This design comes from an exercise in tuning for small area, a short achievable clock period and few clock cycles per item on the open sky130 flow, not from production work. In this exercise RTL edits were held to simulation tests only and were not proved equivalent to the original.

## flow/design.v (module list and top-level ports; edited modules follow where they fit)
// module fft_fp_half: 13 lines
// module fft_fp_butterfly: 15 lines
// module fft_fp_tw: 1305 lines
// module fft_fp: 296 lines
module fft_fp #(
  parameter int unsigned LOG2_NS = 4,
  parameter int unsigned NS      = 16,
  parameter int unsigned DATA_W  = 18,
  parameter int unsigned FRAC_W  = 12,
  parameter int unsigned TW_W    = 16
) (
  input  logic                     clk,
  input  logic                     rst_n,
  input  logic                     start,
  input  logic                     inverse,
  input  logic                     in_valid,
  output logic                     in_ready,
  input  logic signed [DATA_W-1:0] in_re,
  input  logic signed [DATA_W-1:0] in_im,
  output logic                     out_valid,
  input  logic                     out_ready,
  output logic signed [DATA_W-1:0] out_re,
  output logic signed [DATA_W-1:0] out_im,
  output logic                     out_last,
  output logic                     busy
);
  // ...
==> flow/run.sh <==
#!/bin/bash
# synth_recipe.tcl (not shown) runs the flow's synth.tcl, then flattens the netlist and writes it again
# the make line also repeats each setting of config.mk as NAME=value (left out here)
make -C /OpenROAD-flow-scripts/flow DESIGN_CONFIG=/design/flow/config.mk WORK_HOME=/design/flow/orfs CLKGATE_MAP_FILE= SYNTH_SCRIPT=/design/flow/synth_recipe.tcl finish
==> flow/config.mk <==
export PLATFORM = sky130hd
export DESIGN_NAME = fft_fp
export DESIGN_NICKNAME = fft_fp
export VERILOG_FILES = /design/flow/design.v
export SDC_FILE = /design/flow/constraint.sdc
export NUM_CORES = 4
export LEC_CHECK = 0
export CAP_MARGIN = 20
export CORE_MARGIN = 2
export CORE_UTILIZATION = 40
export SLEW_MARGIN = 20
==> flow/constraint.sdc <==
create_clock -name core_clock -period 20.0 [get_ports {clk}]
set_input_delay 4.0000 -clock core_clock [delete_from_list [all_inputs] [get_ports {clk}]]
set_output_delay 4.0000 -clock core_clock [all_outputs]
set_load 0.01 [all_outputs]
==> results.json, run 1 <==
{
  "outcome": "no timing/DRC/antenna violations",
  "synth_ff_type": "dfxtp_1",
  "layout_common_cells": "inv_1, dfxtp_1, nor2_1",
  "holdPathStages": 2,
  "dr_wl_met3_mm": 16.99,
  "initialDrtViolationCount": 5469,
  "cp-endpoint": "xr_q[18]",
  "wl_met2_mm": 99.98,
  "synth_edf_count": 36,
  "die_h_um": 401.3,
  "whs_endpoint": "sr_q[14][7]",
  "cts_buffers": 90,
  "reg_top3": "sr_q: 576 flops, prod_q: 38 flops, oq_q: 36 flops",
  "slew_headroom_pct": 15.19,
  "multiInputGateArea_mm2": 0.04319,
  "use_met2_pct": 43.25,
  "netlist_top_cells_area": "dfxtp_1, fa_1, ha_1",
  "synth.most_common_cell": "inv_1",
  "use_met3_pct": 4.660,
  "largest_register_ffs": 576,
  "grt_setup_unrepaired": "false",
  "routedWlPerCell_um": 24.96,
  "synth_top_family_by_area": "adder cells"
}
Testbench counts, summed over its fixed seeds: cycles 2,560, transforms 64.
==> module fft_fp, before the edit <==
module fft_fp #(
  parameter int unsigned LOG2_NS = 4,
  parameter int unsigned NS      = 16,
  parameter int unsigned DATA_W  = 18,
  parameter int unsigned FRAC_W  = 12,
  parameter int unsigned TW_W    = 16
) (
  input  logic                     clk,
  input  logic                     rst_n,
  input  logic                     start,
  input  logic                     inverse,
  input  logic                     in_valid,
  output logic                     in_ready,
  input  logic signed [DATA_W-1:0] in_re,
  input  logic signed [DATA_W-1:0] in_im,
  output logic                     out_valid,
  input  logic                     out_ready,
  output logic signed [DATA_W-1:0] out_re,
  output logic signed [DATA_W-1:0] out_im,
  output logic                     out_last,
  output logic                     busy
);
  if (NS != 16 || LOG2_NS != 4 || DATA_W != 18 || TW_W != 16) begin : g_chk
    $error("fft_fp: only the 16-point, 18-bit, 16-bit-twiddle configuration is supported");
  end
  logic        run_q, inv_q, ov_q, last_q;
  logic [3:0]  ph_q;      
  logic [4:0]  n_q;       
  logic [4:0]  t_q;       
  logic [1:0]  lp_q;      
  logic [4:0]  c_q;       
  logic [35:0] sr_q [16];
  logic [35:0] oq_q;
  logic [37:0] prod_q;
  logic        rdy_q, ldok_q;
  logic        f_s0w, f_st1, f_loop, f_s2e, f_s2o;
  logic        ev_prd, ev_w4, od_prd, od_w4;
  logic        tw_prd, tw_asel;
  logic [18:0] xr_q, xi_q;
  logic [17:0] yr_q, yi_q;
  logic        t_swp, t_c13, t_c2, t_sub, t_sxr, t_syr, t_sxi, t_syi;
  logic acc, ld_out;
  always_comb begin
    acc    = rdy_q && in_valid;
    ld_out = ldok_q && (!ov_q || out_ready);
  end
  logic [35:0] s0_a, s0_b;
  fft_fp_butterfly u_s0 (
    .a_i(sr_q[8]), .tr_i({sr_q[0][35], sr_q[0][35:18]}), .ti_i({sr_q[0][17], sr_q[0][17:0]}),
    .nr_i(1'b0), .ni_i(1'b0), .inv_i(inv_q), .a_o(s0_a), .b_o(s0_b));
  logic [35:0] pe_b_ev, pe_b_od, pe_a_od;
  logic [18:0] ev_tr, ev_ti, od_tr, od_ti;
  logic        ev_nr, ev_ni, od_nr, od_ni;
  always_comb begin
    pe_b_ev = f_st1 ? sr_q[1] : sr_q[3];
    pe_b_od = f_st1 ? sr_q[9] : sr_q[6];
    pe_a_od = f_st1 ? sr_q[13] : sr_q[8];
    if (ev_prd) begin
      {ev_tr, ev_ti, ev_nr, ev_ni} = {prod_q[37:19], prod_q[18:0], 1'b0, 1'b0};
    end else if (ev_w4) begin
      {ev_tr, ev_ti, ev_nr, ev_ni} = {pe_b_ev[17], pe_b_ev[17:0], pe_b_ev[35], pe_b_ev[35:18],
                                      inv_q, !inv_q};
    end else begin
      {ev_tr, ev_ti, ev_nr, ev_ni} = {pe_b_ev[35], pe_b_ev[35:18], pe_b_ev[17], pe_b_ev[17:0],
                                      1'b0, 1'b0};
    end
    if (od_prd) begin
      {od_tr, od_ti, od_nr, od_ni} = {prod_q[37:19], prod_q[18:0], 1'b0, 1'b0};
    end else if (od_w4) begin
      {od_tr, od_ti, od_nr, od_ni} = {pe_b_od[17], pe_b_od[17:0], pe_b_od[35], pe_b_od[35:18],
                                      inv_q, !inv_q};
    end else begin
      {od_tr, od_ti, od_nr, od_ni} = {pe_b_od[35], pe_b_od[35:18], pe_b_od[17], pe_b_od[17:0],
                                      1'b0, 1'b0};
    end
  end
  logic [35:0] ev_a, ev_b, od_a, od_b;
  fft_fp_butterfly u_pe (.a_i(sr_q[5]), .tr_i(ev_tr), .ti_i(ev_ti), .nr_i(ev_nr), .ni_i(ev_ni),
                         .inv_i(inv_q), .a_o(ev_a), .b_o(ev_b));
  fft_fp_butterfly u_po (.a_i(pe_a_od), .tr_i(od_tr), .ti_i(od_ti), .nr_i(od_nr), .ni_i(od_ni),
                         .inv_i(inv_q), .a_o(od_a), .b_o(od_b));
  logic [35:0] tw_a;
  always_comb begin
    tw_a = tw_prd ? 36'd0 : tw_asel ? sr_q[3] : sr_q[5];
  end
  logic [32:0] tw_sr, tw_si;
  fft_fp_tw u_tw (
    .a_i(tw_a), .xr_i(xr_q), .xi_i(xi_q), .yr_i(yr_q), .yi_i(yi_q), .c13(t_c13), .c2(t_c2), .a_en(!tw_prd),
    .sa(1'b0), .sub(t_sub), .inv3(inv_q && !tw_prd),
    .sx_r(t_sxr), .sy_r(t_syr), .sx_i(t_sxi), .sy_i(t_syi),
    .s_r(tw_sr), .s_i(tw_si));
  logic [35:0] x_res;
  always_comb begin
    x_res = inv_q ? {tw_sr[32:15], tw_si[32:15]} : {tw_sr[31:14], tw_si[31:14]};
  end
  always_ff @(posedge clk) begin
    begin
      if (!f_loop) begin
        sr_q[0] <= acc ? {in_re, in_im} : sr_q[15];
        for (int j = 1; j < 16; j++) sr_q[j] <= sr_q[j-1];
        if (f_s0w) begin
          sr_q[9] <= s0_a;
          sr_q[1] <= s0_b;
        end
        if (f_st1) begin
          sr_q[2]  <= od_a;
          sr_q[10] <= od_b;
          sr_q[14] <= ev_a;
          sr_q[6]  <= ev_b;
        end
      end else begin
        for (int j = 0; j < 16; j++) sr_q[j] <= sr_q[(j+12)%16];
        if (f_s2e) begin
          sr_q[9] <= ev_a;
          sr_q[7] <= ev_b;
        end
        if (f_s2o) begin
          sr_q[12] <= od_a;
          sr_q[10] <= od_b;
        end
      end
      prod_q <= {tw_sr[32:14], tw_si[32:14]};
    end
  end
  always_ff @(posedge clk) begin
    if (ld_out) oq_q <= x_res;
    xr_q <= xr_d ^ {19{sxr_d ^ sub_d}};
    xi_q <= xi_d ^ {19{sxi2_d ^ sub_d}};
    yr_q <= k_d[0] ? b_d[17:0]  ^ {18{syr_d ^ sub_d}} : 18'd0;
    yi_q <= k_d[0] ? b_d[35:18] ^ {18{syi_d ^ sub_d}} : 18'd0;
  end
  logic        run_d, inv_d, ov_d;
  logic [3:0]  ph_d;
  logic [4:0]  n_d, t_d, c_d;
  logic [1:0]  lp_d;
  always_comb begin
    run_d = run_q;
    inv_d = inv_q;
    ov_d  = ov_q;
    ph_d  = ph_q + 4'd1;
    n_d   = n_q;
    t_d   = t_q;
    c_d   = c_q;
    lp_d  = (t_q == 5'd21) ? 2'd0 : lp_q + 2'd1;
    if (!run_q) begin
      if (start) begin
        run_d = 1'b1;
        inv_d = inverse;
        ph_d  = '0;
        n_d   = '0;
        t_d   = '0;
        c_d   = '0;
      end
    end else begin
      if (acc) n_d = n_q + 5'd1;
      if (acc && n_q == 5'd15) t_d = 5'd16;
      else if (t_q != 5'd0 && t_q != 5'd23) t_d = t_q + 5'd1;
      if (ld_out) begin
        ov_d = 1'b1;
        c_d  = c_q + 5'd1;
      end else if (out_ready) begin
        ov_d = 1'b0;
        if (ov_q && c_q[4]) run_d = 1'b0;
      end
    end
  end
  logic [4:0] c_n;
  logic       prd_d, ldok_d, rdy_d;
  logic [35:0] b_d;
  logic [18:0] bs_d, bd_d, xr_d, xi_d;
  logic        c2_d, sxi2_d;
  logic [2:0] k_d;
  logic [1:0] e_ev_d, e_od_d;
  logic       s2o_d, st1_d;
  logic       swp_d, sxr_d, syr_d, sxi_d, syi_d, sub_d;
  logic [4:0] t_n;
  always_comb begin
    t_n    = (t_q != 5'd0 && t_q != 5'd23) ? t_q + 5'd1 : t_q;
    c_n    = ldok_q ? c_q + 5'd1 : c_q;
    prd_d  = (t_n >= 5'd18) && (t_n <= 5'd21);
    s2o_d  = (t_n >= 5'd19) && (t_n <= 5'd22);
    st1_d  = f_s0w && (n_q >= 5'd13);
    e_ev_d = 2'(t_n - 5'd18);
    e_od_d = 2'(t_n - 5'd19);
    if (prd_d) begin
      k_d   = {(t_n >= 5'd20), 2'b10};
      sub_d = 1'b0;
    end else begin
      k_d   = {c_n[2], c_n[1:0]};
      sub_d = c_n[3];
    end
    case (k_d)
      3'd0:    {swp_d, sxr_d, syr_d, sxi_d, syi_d} = {1'b0, 1'b0, 1'b0, 1'b0, 1'b0};
      3'd4:    {swp_d, sxr_d, syr_d, sxi_d, syi_d} = {1'b1, inv_q, 1'b0, !inv_q, 1'b0};
      3'd2:    {swp_d, sxr_d, syr_d, sxi_d, syi_d} = {1'b0, 1'b0, inv_q, 1'b0, !inv_q};
      3'd6:    {swp_d, sxr_d, syr_d, sxi_d, syi_d} = {1'b0, 1'b1, inv_q, 1'b1, !inv_q};
      3'd1:    {swp_d, sxr_d, syr_d, sxi_d, syi_d} = {1'b0, 1'b0, inv_q, 1'b0, !inv_q};
      3'd3:    {swp_d, sxr_d, syr_d, sxi_d, syi_d} = {1'b1, inv_q, 1'b0, !inv_q, 1'b0};
      3'd5:    {swp_d, sxr_d, syr_d, sxi_d, syi_d} = {1'b1, inv_q, 1'b1, !inv_q, 1'b1};
      default: {swp_d, sxr_d, syr_d, sxi_d, syi_d} = {1'b0, 1'b1, inv_q, 1'b1, !inv_q};
    endcase
    if (prd_d) b_d = (t_n == 5'd20) ? sr_q[11] : sr_q[14];
    else       b_d = c_n[2] ? sr_q[14] : sr_q[0];
    if (swp_d) b_d = {b_d[17:0], b_d[35:18]};
    c2_d  = !prd_d ? (k_d[1:0] == 2'b10) : 1'b1;
    bs_d  = 19'($signed(b_d[35:18])) + 19'($signed(b_d[17:0]));
    bd_d  = 19'($signed(b_d[35:18])) - 19'($signed(b_d[17:0]));
    if (c2_d) begin
      xr_d = (sxr_d == syr_d) ? bs_d : bd_d;
      xi_d = (sxi_d == syi_d) ? bs_d : bd_d;
    end else begin
      xr_d = 19'($signed(b_d[35:18]));
      xi_d = 19'($signed(b_d[17:0]));
    end
    sxi2_d = (c2_d && (sxi_d != syi_d)) ? !sxi_d : sxi_d;
    if (!run_q) rdy_d = start;
    else if (acc) rdy_d = (n_q != 5'd15);
    else rdy_d = !n_q[4] && (4'(ph_q + 4'd1) == n_q[3:0]);
    if (!run_q || t_n < 5'd22) ldok_d = 1'b0;
    else if (ld_out) ldok_d = !(c_q == 5'd15);
    else ldok_d = !c_q[4] && (2'(lp_d) == c_q[1:0]);
  end
  always_ff @(posedge clk or negedge rst_n) begin
    if (!rst_n) begin
      run_q  <= 1'b0;
      inv_q  <= 1'b0;
      ov_q   <= 1'b0;
      last_q <= 1'b0;
      ph_q   <= '0;
      n_q    <= '0;
      t_q    <= '0;
      lp_q   <= '0;
      c_q    <= '0;
      rdy_q  <= 1'b0;
      ldok_q <= 1'b0;
      f_s0w  <= 1'b0;
      f_st1  <= 1'b0;
      f_loop <= 1'b0;
      f_s2e  <= 1'b0;
      f_s2o  <= 1'b0;
      ev_prd <= 1'b0;
      ev_w4  <= 1'b0;
      od_prd <= 1'b0;
      od_w4  <= 1'b0;
      tw_prd <= 1'b0;
      tw_asel <= 1'b0;
      t_swp  <= 1'b0;
      t_c13  <= 1'b0;
      t_c2   <= 1'b0;
      t_sub  <= 1'b0;
      t_sxr  <= 1'b0;
      t_syr  <= 1'b0;
      t_sxi  <= 1'b0;
      t_syi  <= 1'b0;
    end else begin
      run_q  <= run_d;
      inv_q  <= inv_d;
      ov_q   <= ov_d;
      last_q <= ov_d && c_d[4];
      ph_q   <= ph_d;
      n_q    <= n_d;
      t_q    <= t_d;
      lp_q   <= lp_d;
      c_q    <= c_d;
      rdy_q  <= rdy_d;
      ldok_q <= ldok_d;
      f_s0w  <= acc && (n_q >= 5'd8);
      f_st1  <= st1_d;
      f_loop <= (t_d >= 5'd18);
      f_s2e  <= prd_d;
      f_s2o  <= s2o_d;
      ev_prd <= prd_d && e_ev_d[0];
      ev_w4  <= st1_d || (prd_d && (e_ev_d == 2'd2));
      od_prd <= s2o_d && e_od_d[0];
      od_w4  <= s2o_d && (e_od_d == 2'd2);
      tw_prd <= prd_d;
      tw_asel <= c_n[2];
      t_swp  <= swp_d;
      t_c13  <= k_d[0];
      t_c2   <= (k_d[1:0] == 2'b10);
      t_sub  <= sub_d;
      t_sxr  <= sxr_d ^ sub_d;
      t_syr  <= syr_d ^ sub_d;
      t_sxi  <= sxi2_d ^ sub_d;
      t_syi  <= syi_d ^ sub_d;
    end
  end
  always_comb begin
    busy      = run_q;
    in_ready  = rdy_q;
    out_valid = ov_q;
    out_last  = last_q;
    out_re    = oq_q[35:18];
    out_im    = oq_q[17:0];
  end
endmodule
==> run 2, diff against run 1 <==
--- a/flow/design.v
+++ b/flow/design.v
@@ -1357,6 +1357,7 @@
     $error("fft_fp: only the 16-point, 18-bit, 16-bit-twiddle configuration is supported");
   end
   logic        run_q, inv_q, ov_q, last_q;
+  logic        inv_s0, inv_pe, inv_po, inv_tw, inv_ct;
   logic [3:0]  ph_q;      
   logic [4:0]  n_q;       
   logic [4:0]  t_q;       
@@ -1380,7 +1381,7 @@
   logic [35:0] s0_a, s0_b;
   fft_fp_butterfly u_s0 (
     .a_i(sr_q[8]), .tr_i({sr_q[0][35], sr_q[0][35:18]}), .ti_i({sr_q[0][17], sr_q[0][17:0]}),
-    .nr_i(1'b0), .ni_i(1'b0), .inv_i(inv_q), .a_o(s0_a), .b_o(s0_b));
+    .nr_i(1'b0), .ni_i(1'b0), .inv_i(inv_s0), .a_o(s0_a), .b_o(s0_b));
   logic [35:0] pe_b_ev, pe_b_od, pe_a_od;
   logic [18:0] ev_tr, ev_ti, od_tr, od_ti;
   logic        ev_nr, ev_ni, od_nr, od_ni;
@@ -1392,7 +1393,7 @@
       {ev_tr, ev_ti, ev_nr, ev_ni} = {prod_q[37:19], prod_q[18:0], 1'b0, 1'b0};
     end else if (ev_w4) begin
       {ev_tr, ev_ti, ev_nr, ev_ni} = {pe_b_ev[17], pe_b_ev[17:0], pe_b_ev[35], pe_b_ev[35:18],
-                                      inv_q, !inv_q};
+                                      inv_pe, !inv_pe};
     end else begin
       {ev_tr, ev_ti, ev_nr, ev_ni} = {pe_b_ev[35], pe_b_ev[35:18], pe_b_ev[17], pe_b_ev[17:0],
                                       1'b0, 1'b0};
@@ -1401,7 +1402,7 @@
       {od_tr, od_ti, od_nr, od_ni} = {prod_q[37:19], prod_q[18:0], 1'b0, 1'b0};
     end else if (od_w4) begin
       {od_tr, od_ti, od_nr, od_ni} = {pe_b_od[17], pe_b_od[17:0], pe_b_od[35], pe_b_od[35:18],
-                                      inv_q, !inv_q};
+                                      inv_po, !inv_po};
     end else begin
       {od_tr, od_ti, od_nr, od_ni} = {pe_b_od[35], pe_b_od[35:18], pe_b_od[17], pe_b_od[17:0],
                                       1'b0, 1'b0};
@@ -1409,9 +1410,9 @@
   end
   logic [35:0] ev_a, ev_b, od_a, od_b;
   fft_fp_butterfly u_pe (.a_i(sr_q[5]), .tr_i(ev_tr), .ti_i(ev_ti), .nr_i(ev_nr), .ni_i(ev_ni),
-                         .inv_i(inv_q), .a_o(ev_a), .b_o(ev_b));
+                         .inv_i(inv_pe), .a_o(ev_a), .b_o(ev_b));
   fft_fp_butterfly u_po (.a_i(pe_a_od), .tr_i(od_tr), .ti_i(od_ti), .nr_i(od_nr), .ni_i(od_ni),
-                         .inv_i(inv_q), .a_o(od_a), .b_o(od_b));
+                         .inv_i(inv_po), .a_o(od_a), .b_o(od_b));
   logic [35:0] tw_a;
   always_comb begin
     tw_a = tw_prd ? 36'd0 : tw_asel ? sr_q[3] : sr_q[5];
@@ -1419,12 +1420,12 @@
   logic [32:0] tw_sr, tw_si;
   fft_fp_tw u_tw (
     .a_i(tw_a), .xr_i(xr_q), .xi_i(xi_q), .yr_i(yr_q), .yi_i(yi_q), .c13(t_c13), .c2(t_c2), .a_en(!tw_prd),
-    .sa(1'b0), .sub(t_sub), .inv3(inv_q && !tw_prd),
+    .sa(1'b0), .sub(t_sub), .inv3(inv_tw && !tw_prd),
     .sx_r(t_sxr), .sy_r(t_syr), .sx_i(t_sxi), .sy_i(t_syi),
     .s_r(tw_sr), .s_i(tw_si));
   logic [35:0] x_res;
   always_comb begin
-    x_res = inv_q ? {tw_sr[32:15], tw_si[32:15]} : {tw_sr[31:14], tw_si[31:14]};
+    x_res = inv_tw ? {tw_sr[32:15], tw_si[32:15]} : {tw_sr[31:14], tw_si[31:14]};
   end
   always_ff @(posedge clk) begin
     begin
@@ -1457,10 +1458,15 @@
   end
   always_ff @(posedge clk) begin
     if (ld_out) oq_q <= x_res;
-    xr_q <= xr_d ^ {19{sxr_d ^ sub_d}};
-    xi_q <= xi_d ^ {19{sxi2_d ^ sub_d}};
-    yr_q <= k_d[0] ? b_d[17:0]  ^ {18{syr_d ^ sub_d}} : 18'd0;
-    yi_q <= k_d[0] ? b_d[35:18] ^ {18{syi_d ^ sub_d}} : 18'd0;
+    xr_q <= xr_d ^ {19{tc[5]}};
+    xi_q <= xi_d ^ {19{tc[3]}};
+    yr_q <= tc[8] ? b_d[17:0]  ^ {18{tc[4]}} : 18'd0;
+    yi_q <= tc[8] ? b_d[35:18] ^ {18{tc[2]}} : 18'd0;
+    inv_s0 <= inv_q;
+    inv_pe <= inv_s0;
+    inv_po <= inv_pe;
+    inv_tw <= inv_po;
+    inv_ct <= inv_tw;
   end
   logic        run_d, inv_d, ov_d;
   logic [3:0]  ph_d;
@@ -1497,55 +1503,35 @@
       end
     end
   end
-  logic [4:0] c_n;
+  function automatic logic [9:0] twdec(input logic [2:0] k, input logic sub, input logic inv);
+    logic swp, sxr, syr, sxi, syi, c2, eqr, eqi;
+    case (k)
+      3'd0:    {swp, sxr, syr, sxi, syi} = {1'b0, 1'b0, 1'b0, 1'b0, 1'b0};
+      3'd4:    {swp, sxr, syr, sxi, syi} = {1'b1, inv, 1'b0, !inv, 1'b0};
+      3'd2:    {swp, sxr, syr, sxi, syi} = {1'b0, 1'b0, inv, 1'b0, !inv};
+      3'd6:    {swp, sxr, syr, sxi, syi} = {1'b0, 1'b1, inv, 1'b1, !inv};
+      3'd1:    {swp, sxr, syr, sxi, syi} = {1'b0, 1'b0, inv, 1'b0, !inv};
+      3'd3:    {swp, sxr, syr, sxi, syi} = {1'b1, inv, 1'b0, !inv, 1'b0};
+      3'd5:    {swp, sxr, syr, sxi, syi} = {1'b1, inv, 1'b1, !inv, 1'b1};
+      default: {swp, sxr, syr, sxi, syi} = {1'b0, 1'b1, inv, 1'b1, !inv};
+    endcase
+    c2  = (k[1:0] == 2'b10);
+    eqr = (sxr == syr);
+    eqi = (sxi == syi);
+    if (c2 && !eqi) sxi = !sxi;
+    twdec = {swp, k[0], c2, sub, sxr ^ sub, syr ^ sub, sxi ^ sub, syi ^ sub, eqr, eqi};
+  endfunction
+  logic [4:0] t_n;
   logic       prd_d, ldok_d, rdy_d;
-  logic [35:0] b_d;
-  logic [18:0] bs_d, bd_d, xr_d, xi_d;
-  logic        c2_d, sxi2_d;
-  logic [2:0] k_d;
   logic [1:0] e_ev_d, e_od_d;
   logic       s2o_d, st1_d;
-  logic       swp_d, sxr_d, syr_d, sxi_d, syi_d, sub_d;
-  logic [4:0] t_n;
   always_comb begin
     t_n    = (t_q != 5'd0 && t_q != 5'd23) ? t_q + 5'd1 : t_q;
-    c_n    = ldok_q ? c_q + 5'd1 : c_q;
     prd_d  = (t_n >= 5'd18) && (t_n <= 5'd21);
     s2o_d  = (t_n >= 5'd19) && (t_n <= 5'd22);
     st1_d  = f_s0w && (n_q >= 5'd13);
     e_ev_d = 2'(t_n - 5'd18);
     e_od_d = 2'(t_n - 5'd19);
-    if (prd_d) begin
-      k_d   = {(t_n >= 5'd20), 2'b10};
-      sub_d = 1'b0;
-    end else begin
-      k_d   = {c_n[2], c_n[1:0]};
-      sub_d = c_n[3];
-    end
-    case (k_d)
-      3'd0:    {swp_d, sxr_d, syr_d, sxi_d, syi_d} = {1'b0, 1'b0, 1'b0, 1'b0, 1'b0};
-      3'd4:    {swp_d, sxr_d, syr_d, sxi_d, syi_d} = {1'b1, inv_q, 1'b0, !inv_q, 1'b0};
-      3'd2:    {swp_d, sxr_d, syr_d, sxi_d, syi_d} = {1'b0, 1'b0, inv_q, 1'b0, !inv_q};
-      3'd6:    {swp_d, sxr_d, syr_d, sxi_d, syi_d} = {1'b0, 1'b1, inv_q, 1'b1, !inv_q};
-      3'd1:    {swp_d, sxr_d, syr_d, sxi_d, syi_d} = {1'b0, 1'b0, inv_q, 1'b0, !inv_q};
-      3'd3:    {swp_d, sxr_d, syr_d, sxi_d, syi_d} = {1'b1, inv_q, 1'b0, !inv_q, 1'b0};
-      3'd5:    {swp_d, sxr_d, syr_d, sxi_d, syi_d} = {1'b1, inv_q, 1'b1, !inv_q, 1'b1};
-      default: {swp_d, sxr_d, syr_d, sxi_d, syi_d} = {1'b0, 1'b1, inv_q, 1'b1, !inv_q};
-    endcase
-    if (prd_d) b_d = (t_n == 5'd20) ? sr_q[11] : sr_q[14];
-    else       b_d = c_n[2] ? sr_q[14] : sr_q[0];
-    if (swp_d) b_d = {b_d[17:0], b_d[35:18]};
-    c2_d  = !prd_d ? (k_d[1:0] == 2'b10) : 1'b1;
-    bs_d  = 19'($signed(b_d[35:18])) + 19'($signed(b_d[17:0]));
-    bd_d  = 19'($signed(b_d[35:18])) - 19'($signed(b_d[17:0]));
-    if (c2_d) begin
-      xr_d = (sxr_d == syr_d) ? bs_d : bd_d;
-      xi_d = (sxi_d == syi_d) ? bs_d : bd_d;
-    end else begin
-      xr_d = 19'($signed(b_d[35:18]));
-      xi_d = 19'($signed(b_d[17:0]));
-    end
-    sxi2_d = (c2_d && (sxi_d != syi_d)) ? !sxi_d : sxi_d;
     if (!run_q) rdy_d = start;
     else if (acc) rdy_d = (n_q != 5'd15);
     else rdy_d = !n_q[4] && (4'(ph_q + 4'd1) == n_q[3:0]);
@@ -1553,6 +1539,44 @@
     else if (ld_out) ldok_d = !(c_q == 5'd15);
     else ldok_d = !c_q[4] && (2'(lp_d) == c_q[1:0]);
   end
+  logic [9:0] dc0_q, dc1_q, pdec_q;
+  logic       bh0_q, bh1_q, pm_q, pb11_q;
+  logic [4:0] t_2;
+  logic [4:0] cp1, cp2;
+  always_comb begin
+    t_2 = (t_q == 5'd0) ? 5'd0 : (t_q >= 5'd22) ? 5'd23 : t_q + 5'd2;
+    cp1 = c_q + 5'd1;
+    cp2 = c_q + 5'd2;
+  end
+  always_ff @(posedge clk) begin
+    dc0_q  <= ld_out ? twdec(cp1[2:0], cp1[3], inv_ct) : twdec(c_q[2:0], c_q[3], inv_ct);
+    dc1_q  <= ld_out ? twdec(cp2[2:0], cp2[3], inv_ct) : twdec(cp1[2:0], cp1[3], inv_ct);
+    bh0_q  <= ld_out ? cp1[2] : c_q[2];
+    bh1_q  <= ld_out ? cp2[2] : cp1[2];
+    pm_q   <= (t_2 >= 5'd18) && (t_2 <= 5'd21);
+    pb11_q <= (t_2 == 5'd20);
+    pdec_q <= twdec({(t_2 >= 5'd20), 2'b10}, 1'b0, inv_ct);
+  end
+  logic [9:0]  tc;
+  logic        bh;
+  logic [35:0] b_d;
+  logic [18:0] bs_d, bd_d, xr_d, xi_d;
+  always_comb begin
+    tc = pm_q ? pdec_q : ldok_q ? dc1_q : dc0_q;
+    bh = ldok_q ? bh1_q : bh0_q;
+    if (pm_q) b_d = pb11_q ? sr_q[11] : sr_q[14];
+    else      b_d = bh ? sr_q[14] : sr_q[0];
+    if (tc[9]) b_d = {b_d[17:0], b_d[35:18]};
+    bs_d  = 19'($signed(b_d[35:18])) + 19'($signed(b_d[17:0]));
+    bd_d  = 19'($signed(b_d[35:18])) - 19'($signed(b_d[17:0]));
+    if (tc[7]) begin
+      xr_d = tc[1] ? bs_d : bd_d;
+      xi_d = tc[0] ? bs_d : bd_d;
+    end else begin
+      xr_d = 19'($signed(b_d[35:18]));
+      xi_d = 19'($signed(b_d[17:0]));
+    end
+  end
   always_ff @(posedge clk or negedge rst_n) begin
     if (!rst_n) begin
       run_q  <= 1'b0;
@@ -1606,16 +1630,16 @@
       ev_w4  <= st1_d || (prd_d && (e_ev_d == 2'd2));
       od_prd <= s2o_d && e_od_d[0];
       od_w4  <= s2o_d && (e_od_d == 2'd2);
-      tw_prd <= prd_d;
-      tw_asel <= c_n[2];
-      t_swp  <= swp_d;
-      t_c13  <= k_d[0];
-      t_c2   <= (k_d[1:0] == 2'b10);
-      t_sub  <= sub_d;
-      t_sxr  <= sxr_d ^ sub_d;
-      t_syr  <= syr_d ^ sub_d;
-      t_sxi  <= sxi2_d ^ sub_d;
-      t_syi  <= syi_d ^ sub_d;
+      tw_prd <= pm_q;
+      tw_asel <= bh;
+      t_swp  <= tc[9];
+      t_c13  <= tc[8];
+      t_c2   <= tc[7];
+      t_sub  <= tc[6];
+      t_sxr  <= tc[5];
+      t_syr  <= tc[4];
+      t_sxi  <= tc[3];
+      t_syi  <= tc[2];
     end
   end
   always_comb begin
==> flow/config.mk (replaced) <==
export PLATFORM = sky130hd
export DESIGN_NAME = fft_fp
export DESIGN_NICKNAME = fft_fp
export VERILOG_FILES = /design/flow/design.v
export SDC_FILE = /design/flow/constraint.sdc
export NUM_CORES = 4
export LEC_CHECK = 0
export CAP_MARGIN = 80
export CORE_MARGIN = 2
export CORE_UTILIZATION = 65
export SLEW_MARGIN = 80
==> run 2 against run 1 <==
Still clean on timing, DRC and antenna. First-iteration DRC count grew 32%. Sequential share of layout area fell by 1.9 points. Core utilization increased by 34 points. Via count is 16% higher. Critical endpoint is now oq_q[17].
==> results.json, run 2 <==
{
  "largest_register_ffs": 576,
  "cpMostUsedCell": "fa_1",
  "reg_top3": "sr_q: 576 flops, prod_q: 38 flops, oq_q: 36 flops",
  "cts_root_buf": "clkbuf_16",
  "fin_tns_setup_ns": 0,
  "synth.most_common_cell": "inv_1",
  "worstReg2RegEnd": "oq_q[17]",
  "synth_ff_type": "dfxtp_1",
  "grt_usage_pct": 47.22,
  "routabilityCongestion": 1.044,
  "first_pass_iters": 8,
  "start_util_pct": 65.26,
  "postCtsSetupRepairBufs": 0,
  "die_area_mm2": 0.1044,
  "initialDrtViolationCount": 7208,
  "crit_arrival_ns": 7.76,
  "cts_buffers": 86,
  "grt_setup_unrepaired": "false",
  "path_max_fanout": 25,
  "die_w_um": 323.1,
  "whs_endpoint": "inv_s0",
  "slew_headroom_pct": 77.25,
  "fin_skew_ns": 0.04106,
  "vias": 60821,
  "io_pins": 82,
  "routed_wl_mm": 252.7,
  "ys_seq_elements": 804,
  "outcome": "no timing/DRC/antenna violations",
  "setup.worst_path.start": "t_c13",
  "max_stage_delay_ns": 0.58,
  "drv_slew": 0,
  "clock.fmax_mhz": 136.4,
  "syn_inst": 7562,
  "r2r_setup_slack_ns": 12.67,
  "slowest_stage": "clkdlybuf4s50_1",
  "path_cells": "buf_8 -> buf_16 -> a22oi_1 -> clkdlybuf4s50_1 -> fa_1 -> fa_1 -> fa_1 -> inv_1 -> fa_1 -> fa_1 -> ha_2 -> and3_1 -> a22oi_1 -> clkdlybuf4s25_1 -> o31ai_4 -> clkbuf_2 -> o41ai_4 -> clkdlybuf4s50_1 -> nand4_1 -> a31oi_2 -> xnor2_1 -> mux2_2",
  "clk_latency_ns": 0.70,
  "syn_nets": 8539,
  "dp_hpwl_mm": 198.1,
  "layout_commonest_cell": "inv_1",
  "regMostFlops": "sr_q",
  "critPathKind": "flip-flop to flip-flop",
  "synth_top_area_share_pct": 21.86,
  "hold_path.class": "flip-flop to flip-flop",
  "viasPerCell": 6.676,
  "cts-resized-gates": 0,
  "cts_tree": "built",
  "cts_hold_buf": 0,
  "dp_cells": 8914,
  "required_ns": 20.43,
  "async_reset_ff_share_pct": 5.597,
  "syn_area_per_cell_um2": 8.755,
  "drtAntennaViolNets": 0,
  "min_period_ns": 7.331,
  "routedWlPerCell_um": 27.73,
  "syn_to_final_growth_pct": 20.05,
  "end_kind": "flip-flop",
  "antenna_found_initial": 7,
  "reg2reg_depth": 22,
  "h-tree-depth": 3,
  "worstHoldStart": "inv_q",
  "final.fill_count": 6838,
  "netlist_top_cells_count": "inv_1, dfxtp_1, nor2_1",
  "num_rows": 117,
  "hold_viol": 0,
  "yosys.area.top_type": "dfxtp_1",
  "netlist_top_cells_area": "dfxtp_1, fa_1, ha_1",
  "grt_pass1_wl_mm": 367.4,
  "worst_r2r_startpoint": "t_c13",
  "setup_violations": 0,
  "grt_overflow": 0,
  "core_area_mm2": 0.1014,
  "cts_buffer_depth": 3,
  "synth.cell_area_mm2": 0.06620,
  "grt_max_degree": 53,
  "tightest_slew_ns": 0.3341,
  "synth_edf_count": 36,
  "layout_common_cells": "inv_1, dfxtp_1, nor2_1",
  "nets": 8648,
  "ys_seq_area_share_pct": 25.20,
  "io_buffer_count": 81,
  "yosysWarnings": 4,
  "multiInputGateArea_mm2": 0.05028,
  "grt_pass1_vias": 58794,
  "seqCellArea_mm2": 0.01690,
  "cp_top_family": "adder cells",
  "fin_cells": 9111,
  "drc_errors": 0,
  "max_cap_violations": 0,
  "fin_crit_sh_pct": 36.66,
  "holdPathStages": 0,
  "clock-sinks": 804,
  "die_h_um": 323.1,
  "path_clk_slew_ns": 0.06,
  "synthDistinctLibCells": 107,
  "start_kind": "flip-flop",
  "crit_buf_inv": 7,
  "drive_gt1_share_pct": 22.54
}
[run 2: layout make-up]
| class | count | share of cell area (%) |
|---|---|---|
| Multi-Input combinational cell | 5607 | 63.26 |
| Antenna cell | 5 | 0.01574 |
| Timing Repair Buffer | 410 | 6.113 |
| Clock inverter | 34 | 0.3873 |
| Clock buffer | 121 | 3.117 |
| Sequential cell | 804 | 21.26 |
| Tap cell | 1368 | 2.154 |
| Inverter | 762 | 3.688 |
[run 2: how the worst max path moves through the flow]
stage / slack, ns / cells after the start / end
after floorplan: 13.62 / 7 / c_q[0]
after global placement: 12.84 / 22 / oq_q[15]
after detailed placement: 12.81 / 26 / oq_q[17]
after CTS: 12.75 / 26 / oq_q[17]
after global routing: 12.43 / 22 / oq_q[17]
final: 12.67 / 22 / oq_q[17]
[run 2: layer usage]
layer	up-vias	part of all wire, %	track usage, %
met5	-	0.027	0
met2	3933	43	70.97
met1	29241	36	56.49
met3	1196	12	15.81
met4	4	8.8	34.38
li1	26447	-	-
[run 2: metrics by stage]
| stage | hold slack (ns) | utilization, % | worst slack [ns] | area [µm²] |
|---|---|---|---|---|
| after global placement | 0.3812 | 66.89 | 12.84 | 67860 |
| after detailed placement | 0.3797 | 73.89 | 12.81 | 74960 |
| after floorplan | 0.3289 | - | 13.62 | 66200 |
| after CTS | 0.3894 | 76.64 | 12.75 | 77750 |
| after global routing | 0.3989 | 78.33 | 12.43 | 79470 |
| final | 0.3834 | 78.34 | 12.67 | 79480 |
[run 2: cells by family (layout without fill, tap and decap cells)]
family / Yosys count / count (layout) / share of synthesized area, %
AO/OA/AOI/OAI: 1890 / 1890 / 18.33
XOR/XNOR: 431 / 431 / 5.713
adder cells (fa/ha/maj): 935 / 935 / 21.80
buffers and inverters: 1151 / 1327 / 6.685
flip-flops: 804 / 804 / 25.20
multiplexers: 671 / 671 / 10.94
other: 0 / 5 / 0
AND/OR/NAND/NOR: 1680 / 1680 / 11.34
[run 2: worst reg2reg max path, delay by kind of cell, from the launching register on]
family                   cells  cell delay [ns]
buffers and inverters        7             2.08
XOR/XNOR                     1             0.11
AND/OR/NAND/NOR              2             0.33
multiplexers                 1             0.27
flip-flops                   1             0.41
AO/OA/AOI/OAI                5             1.06
adder cells (fa/ha/maj)      6             2.81
Testbench counts of run 2, summed over its fixed seeds: cycles 2,560, transforms 64.
==> run 3, diff against run 2 <==
==> flow/config.mk (replaced) <==
export PLATFORM = sky130hd
export DESIGN_NAME = fft_fp
export DESIGN_NICKNAME = fft_fp
export VERILOG_FILES = /design/flow/design.v
export SDC_FILE = /design/flow/constraint.sdc
export NUM_CORES = 4
export LEC_CHECK = 0
export CAP_MARGIN = 20
export CORE_MARGIN = 2
export CORE_UTILIZATION = 40
export SLEW_MARGIN = 20
==> run 3 against run 2 <==
Critical path type unchanged. First-iteration DRC count fell by 20%. Sequential share of layout area rose by 1.9 points. Largest cell class unchanged. Still clean on timing, DRC and antenna. Register-to-register slack got worse by 0.10 ns.
==> results.json, run 3 <==
{
  "nets": 8397,
  "drtAntennaViolNets": 0,
  "worst_r2r_startpoint": "t_c13",
  "synth.most_common_cell": "inv_1",
  "setup.worst_path.start": "t_c13",
  "setup_violations": 0,
  "yosys.area.top_type": "dfxtp_1",
  "start_kind": "flip-flop",
  "routedWlPerCell_um": 25.57,
  "critPathKind": "flip-flop to flip-flop",
  "whs_ns": 0.4006,
  "required_ns": 20.48,
  "fin_tns_setup_ns": 0,
  "min_period_ns": 7.436,
  "synth_top_area_share_pct": 21.86,
  "cts_buffers": 94,
  "dp_cells": 9513,
  "grt_overflow": 0,
  "start_util_pct": 40.22,
  "vias": 56221,
  "cts_root_buf": "clkbuf_16",
  "drive_gt1_share_pct": 9.815,
  "clock.fmax_mhz": 134.5,
  "cts_buffer_depth": 3,
  "netlist_top_cells_area": "dfxtp_1, fa_1, ha_1",
  "final.fill_count": 16156,
  "synth.cell_area_mm2": 0.06620,
  "grt_usage_pct": 28.68,
  "async_reset_ff_share_pct": 5.597,
  "synthDistinctLibCells": 107,
  "die_w_um": 410.8,
  "ys_seq_elements": 804,
  "antenna_found_initial": 13,
  "final_area_mm2": 0.07206,
  "drv_slew": 0,
  "cts-resized-gates": 0,
  "num_rows": 149,
  "largest_register_ffs": 576,
  "fin_cells": 9693,
  "regMostFlops": "sr_q",
  "io_buffer_count": 81,
  "ys_seq_area_share_pct": 25.20,
  "h-tree-depth": 3,
  "slew_headroom_pct": 19.78,
  "layout_commonest_cell": "inv_1",
  "syn_nets": 8539,
  "viasPerCell": 5.800,
  "routed_wl_mm": 247.8,
  "die_area_mm2": 0.1688,
  "synth_ff_type": "dfxtp_1",
  "fin_skew_ns": 0.06358,
  "cts_tree": "built",
  "layout_common_cells": "inv_1, dfxtp_1, nor2_1",
  "core_area_mm2": 0.1646,
  "max_cap_violations": 0,
  "drc_errors": 0,
  "initialDrtViolationCount": 5748,
  "clock-sinks": 804,
  "grt_max_degree": 184,
  "syn_to_final_growth_pct": 8.851,
  "placed_area_mm2": 0.06883,
  "crit_arrival_ns": 7.92,
  "io_pins": 82,
  "clk_latency_ns": 0.76,
  "fin_crit_sh_pct": 37.18,
  "dp_hpwl_mm": 194.1,
  "worstHoldStart": "inv_q",
  "outcome": "no timing/DRC/antenna violations",
  "hold_viol": 0,
  "hold_path.class": "flip-flop to flip-flop",
  "path_max_fanout": 50,
  "yosysWarnings": 4,
  "path_clk_slew_ns": 0.06,
  "first_pass_iters": 6,
  "grt_pass1_vias": 54581,
  "end_kind": "flip-flop",
  "die_h_um": 410.8,
  "synth_edf_count": 36,
  "grt_pass1_wl_mm": 362.1,
  "routabilityCongestion": 1.022,
  "cts_hold_buf": 0,
  "netlist_top_cells_count": "inv_1, dfxtp_1, nor2_1",
  "tightest_slew_ns": 1.202,
  "reg_top3": "sr_q: 576 flops, prod_q: 38 flops, oq_q: 36 flops",
  "syn_inst": 7562,
  "postCtsSetupRepairBufs": 0,
  "grt_setup_unrepaired": "false",
  "syn_area_per_cell_um2": 8.755
}
==> run 3: final timing paths <==
check	end	slack (ns)	cells after the start
setup reg to reg	oq_q[15]	12.56	24
hold reg to reg	inv_s0	0.40	0
max in group asynchronous	f_s2e	16.00	2
setup / recovery	oq_q[15]	12.56	24
min in group asynchronous	ph_q[3]	3.43	2
hold / removal	inv_s0	0.40	0
==> run 3: layout make-up <==
class	count	area [µm²]	area share, %
clock buffer	135	2733	3.792
timing repair buffer	151	1356	1.882
inverter	762	2869	3.981
clock inverter	40	479.2	0.6650
sequential	804	16710	23.19
antenna	5	12.51	0.01736
multi-input combinational	5607	45160	62.67
tap	2189	2739	3.801
==> run 3: through the flow <==
stage | worst slack (ns) | utilization [%]
6_report | 12.56 | 43.78
5_1_grt | 12.06 | 43.77
4_1_cts | 12.60 | 43.77
3_5_place_dp | 12.62 | 41.82
3_3_place_gp | 12.66 | 41.82
2_1_floorplan | 13.62 | -
==> run 3: routing by layer <==
metal | GRT usage, % | up-vias | part of all wire (%)
met5 | 0 | - | 0.0048
met4 | 11.82 | 2 | 4.6
met3 | 5.188 | 439 | 7.9
met2 | 46.22 | 2249 | 46
met1 | 37.75 | 27626 | 42
li1 | - | 25905 | -
==> run 3: cells by family (layout without fill, tap and decap cells) <==
logic type / count (synthesis) / after routing / share of synthesized area (%)
AOI/OAI and AO/OA: 1890 / 1890 / 18.33
and+or+nand+nor: 1680 / 1680 / 11.34
buffers and inverters: 1151 / 1088 / 6.685
adders and majority gates: 935 / 935 / 21.80
DFF: 804 / 804 / 25.20
muxes: 671 / 671 / 10.94
xor gates and xnor gates: 431 / 431 / 5.713
other: 0 / 5 / 0
==> run 3: worst max-delay path, cell delays in order (launching register included) <==
cell      delay, ns
dfrtp_1        0.33
buf_4          0.46
clkinv_1       0.13
buf_4          0.31
nand2_1        0.13
buf_4          0.39
nand2_1        0.14
fa_1           0.49
fa_1           0.43
fa_1           0.54
inv_1          0.05
fa_1           0.53
inv_1          0.06
fa_1           0.53
inv_1          0.04
ha_1           0.35
and3_1         0.22
a22oi_1        0.31
a22oi_1        0.15
a21oi_1        0.28
a41oi_1        0.23
o41ai_1        0.48
o21ba_2        0.21
xnor2_1        0.09
mux2_2         0.27

afterwards: timing with drivers on the ports:
Ports are ideal in the flow. The routed layouts listed here were re-timed in OpenROAD. Step 1 (the two cells are an assumption about what drives the block):
set clk [get_ports {clk}]
set_driving_cell -lib_cell sky130_fd_sc_hd__clkbuf_16 $clk
set_driving_cell -lib_cell sky130_fd_sc_hd__buf_2 [delete_from_list [all_inputs] $clk]
Step 2, shift: input delay + t, output delay - t, t = (earliest + latest rising clock arrival at the registers) / 2. This alone moves slack from input paths to output paths. Slacks: ideal ports / drivers / drivers and shift; pairs: ideal ports / drivers.
run | t, ns | setup slack, ns | worst hold slack (ns) | worst slew at a driven data input, ns
run 1 | 0.802 | 12.425 / 12.425 / 12.425 | 0.436 / 0.436 / 0.436 | 0.07
run 2 | 0.761 | 12.669 / 12.669 / 12.669 | 0.383 / 0.383 / 0.383 | 0.13
run 3 | 0.807 | 12.564 / 12.564 / 12.564 | 0.401 / 0.401 / 0.401 | 0.12
After both steps every run listed still meets setup and hold.
